From an optimization exercise on the open Yosys and OpenROAD flow, aimed at small area; shortcuts taken in it are not production practice. Function was checked by simulation only, so behaviour that the tests miss may differ from the original. Power and IR drop assume default switching activity.

## raven
==> flow/design.v (excerpt) <==
module efuse_load_ctrl
#(
  parameter  int EFUSE_BIT      = 1024,
  parameter  int APB_ADDR_WIDTH = 8,
  parameter  int APB_DATA_WIDTH = 8,
  parameter  int STRB_DEF       = 4,
  parameter  int AUTO_LOAD      = 1,
  localparam int EA_W           = $clog2(EFUSE_BIT)
) (
  input  logic                      clk,
  input  logic                      rstn,
  input  logic                      psel,
  input  logic                      penable,
  input  logic                      pwrite,
  input  logic [APB_ADDR_WIDTH-1:0] paddr,
  input  logic [APB_DATA_WIDTH-1:0] pwdata,
  output logic [APB_DATA_WIDTH-1:0] prdata,
  output logic                      pready,
  output logic                      pslverr,
  output logic                      efuse_csb,
  output logic [EA_W-1:0]           efuse_addr,
  output logic                      efuse_strobe,
  input  logic                      efuse_dout,
  output logic                      busy,
  output logic                      load_done
);
  efuse_ctrl_pkg::efuse_state_e state_q, state_d;
  logic [EA_W-1:0]      addr_q, addr_d;
  logic [3:0]           cnt_q;        
  logic [3:0]           slen_q;       
  logic                 start_req;
  logic                 start;
  logic                 busy_w, done_w;
  logic [1023:0]        ring_q;       
  logic [7:0]           cur_q;        
  logic [7:0]           prev_q;       
  logic [6:0]           h_q;          
  logic                 loading;
  logic [6:0]           ncur, ncur_m1, pidx;
  logic [3:0]           pm;           
  logic                 ins;
  logic [6:0]           rn;
  logic [6:0]           rsel;
  ...
clock: 12.0 ns
lec_check: 0
cap_margin: 0
core_margin: 2
core_utilization: 45
place_density: 0.65
slew_margin: 0
synth_hierarchical: 1
synth_minimum_keep_size: 0
standard.sh (not shown) runs the stock make flow with config.mk's settings and CLKGATE_MAP_FILE= SYNTH_SCRIPT=/design/flow/synth_recipe.tcl, a recipe that flattens the netlist after the stock synthesis.
==> flow/flow/run.sh <==
#!/bin/bash
# Own layout flow: the standard ORFS flow, with plain buf_1 cells as the
# port buffers and no dummy loads in the clock tree.
set -euo pipefail
bash standard.sh \
  'BUFFER_PORTS_ARGS=-buffer_cell sky130_fd_sc_hd__buf_1' \
  'CTS_ARGS=-sink_clustering_enable -repair_clock_nets -dont_use_dummy_load -sink_clustering_size 18 -sink_clustering_max_diameter 70 -buf_list sky130_fd_sc_hd__clkbuf_8' \
  finish > flow_make.log 2>&1
raven closes out successfully: all stages finished, all timing, DRC and antenna checks passed.
Inputs modified between raven and garnet:
Settings: CORE_UTILIZATION now 55, was 45; PLACE_DENSITY now 0.72, was 0.65.
-- flow/flow/run.sh --
<<< raven, line 7
  'CTS_ARGS=-sink_clustering_enable -repair_clock_nets -dont_use_dummy_load -sink_clustering_size 18 -sink_clustering_max_diameter 70 -buf_list sky130_fd_sc_hd__clkbuf_8' \
>>> garnet, line 7
  'CTS_ARGS=-sink_clustering_enable -repair_clock_nets -dont_use_dummy_load -sink_clustering_size 20 -sink_clustering_max_diameter 50 -buf_list sky130_fd_sc_hd__clkbuf_8' \
## What came out
- More vias were needed by garnet than by raven.
- Going from raven to garnet, number of clock buffers in the layout grows by about 2.8%.
- Note that the pin count of the biggest net entering global routing recorded for garnet amounts to 0.79 times the value seen in raven.
- Sort garnet and raven by share of cell area taken by flip-flops and latches asc -> top: raven
What onyx does differently from garnet at the input level:
Settings: swapping 0.72 for 0.65 in PLACE_DENSITY; swapping 55 for 45 in CORE_UTILIZATION.
==> flow/flow/run.sh <==
#!/bin/bash
# Own layout flow: the standard ORFS flow (standard.sh) with these changes:
#  - synthesis runs the standard flow's own script (synth_recipe.tcl) unchanged, except that
#    ABC maps the logic with flow/abc_area.script (SAT-based deep synthesis
#    for area, then ORFS's usual mapper, no ABC buffering or gate sizing), and
#    the adders are left to ABC instead of ORFS's adder cell mapping. Registers
#    are mapped before ABC runs, so they are the standard synthesis's;
#  - the port buffers are plain buf_1 cells;
#  - the clock tree has no dummy loads, with sink clusters of up to 20 flops.
# The make output goes to flow_make.log; ORFS keeps each step's log in orfs/logs.
set -euo pipefail
here=$(pwd)
{
  echo "proc abc {args} {"
  echo "  set i [lsearch -exact \$args -script]"
  echo "  if {\$i >= 0} { lset args [expr {\$i + 1}] {$here/flow/abc_area.script} }"
  echo "  yosys abc {*}\$args"
  echo "}"
  cat synth_recipe.tcl
} > flow_synth.tcl
bash standard.sh \
  "SYNTH_SCRIPT=$here/flow_synth.tcl" 'ADDER_MAP_FILE=' \
  'BUFFER_PORTS_ARGS=-buffer_cell sky130_fd_sc_hd__buf_1' \
  'CTS_ARGS=-sink_clustering_enable -repair_clock_nets -dont_use_dummy_load -sink_clustering_size 20 -sink_clustering_max_diameter 60 -buf_list sky130_fd_sc_hd__clkbuf_8' \
  finish > flow_make.log 2>&1
==> flow/flow/abc_area.script (new file) <==
&get -n
&st
&deepsyn -T 30
&dch
&nf -R 1000
&put
topo
stime -c
==> results.txt <==
- Going from garnet to onyx, synthesized instance count shrank slightly.
- onyx and garnet ended up with roughly the same CTS clock-pin slew for the worst setup and hold paths.
- garnet → onyx: detailed-routing wirelength on met1 climbed 340 µm; met3 track utilization from global routing went down by 0.83 points.
- onyx ran to completion and came out clean on the timing, DRC and antenna checks.
- Power of the sequential group on onyx is up relative to garnet.
- onyx vs. garnet: routed wire length went down by about 1.7%.

==> afterwards: timing with drivers on the ports <==
The flow's constraints put no driver on any port. The routed layouts listed below were extracted and timed again, unchanged, in two steps.
Step 1 (the two cells are an assumption about what drives the block):
set clk [get_ports {clk}]
set_driving_cell -lib_cell sky130_fd_sc_hd__clkbuf_16 $clk
set_driving_cell -lib_cell sky130_fd_sc_hd__buf_2 [delete_from_list [all_inputs] $clk]
Step 2 times the ports against the registers' clock, not the clock port: input delays grow and output delays shrink by t, the midpoint of the rising clock arrivals with the driver on.
a / b / c = no drivers / after step 1 / after step 2; a / b = the first two.
run | shift t [ns] | setup slack, ns | clock arrival spread, ns
raven | 0.709 | 1.323 / 1.294 / 1.294 | 0.096 / 0.096
garnet | 0.699 | 1.394 / 1.368 / 1.368 | 0.085 / 0.085
onyx | 0.697 | 1.049 / 1.024 / 1.024 | 0.091 / 0.091
After both steps setup and hold are still met in every run listed. The setup slack of raven, which loses most, moves by -0.029 ns with the drivers and by -0.029 ns with both steps.
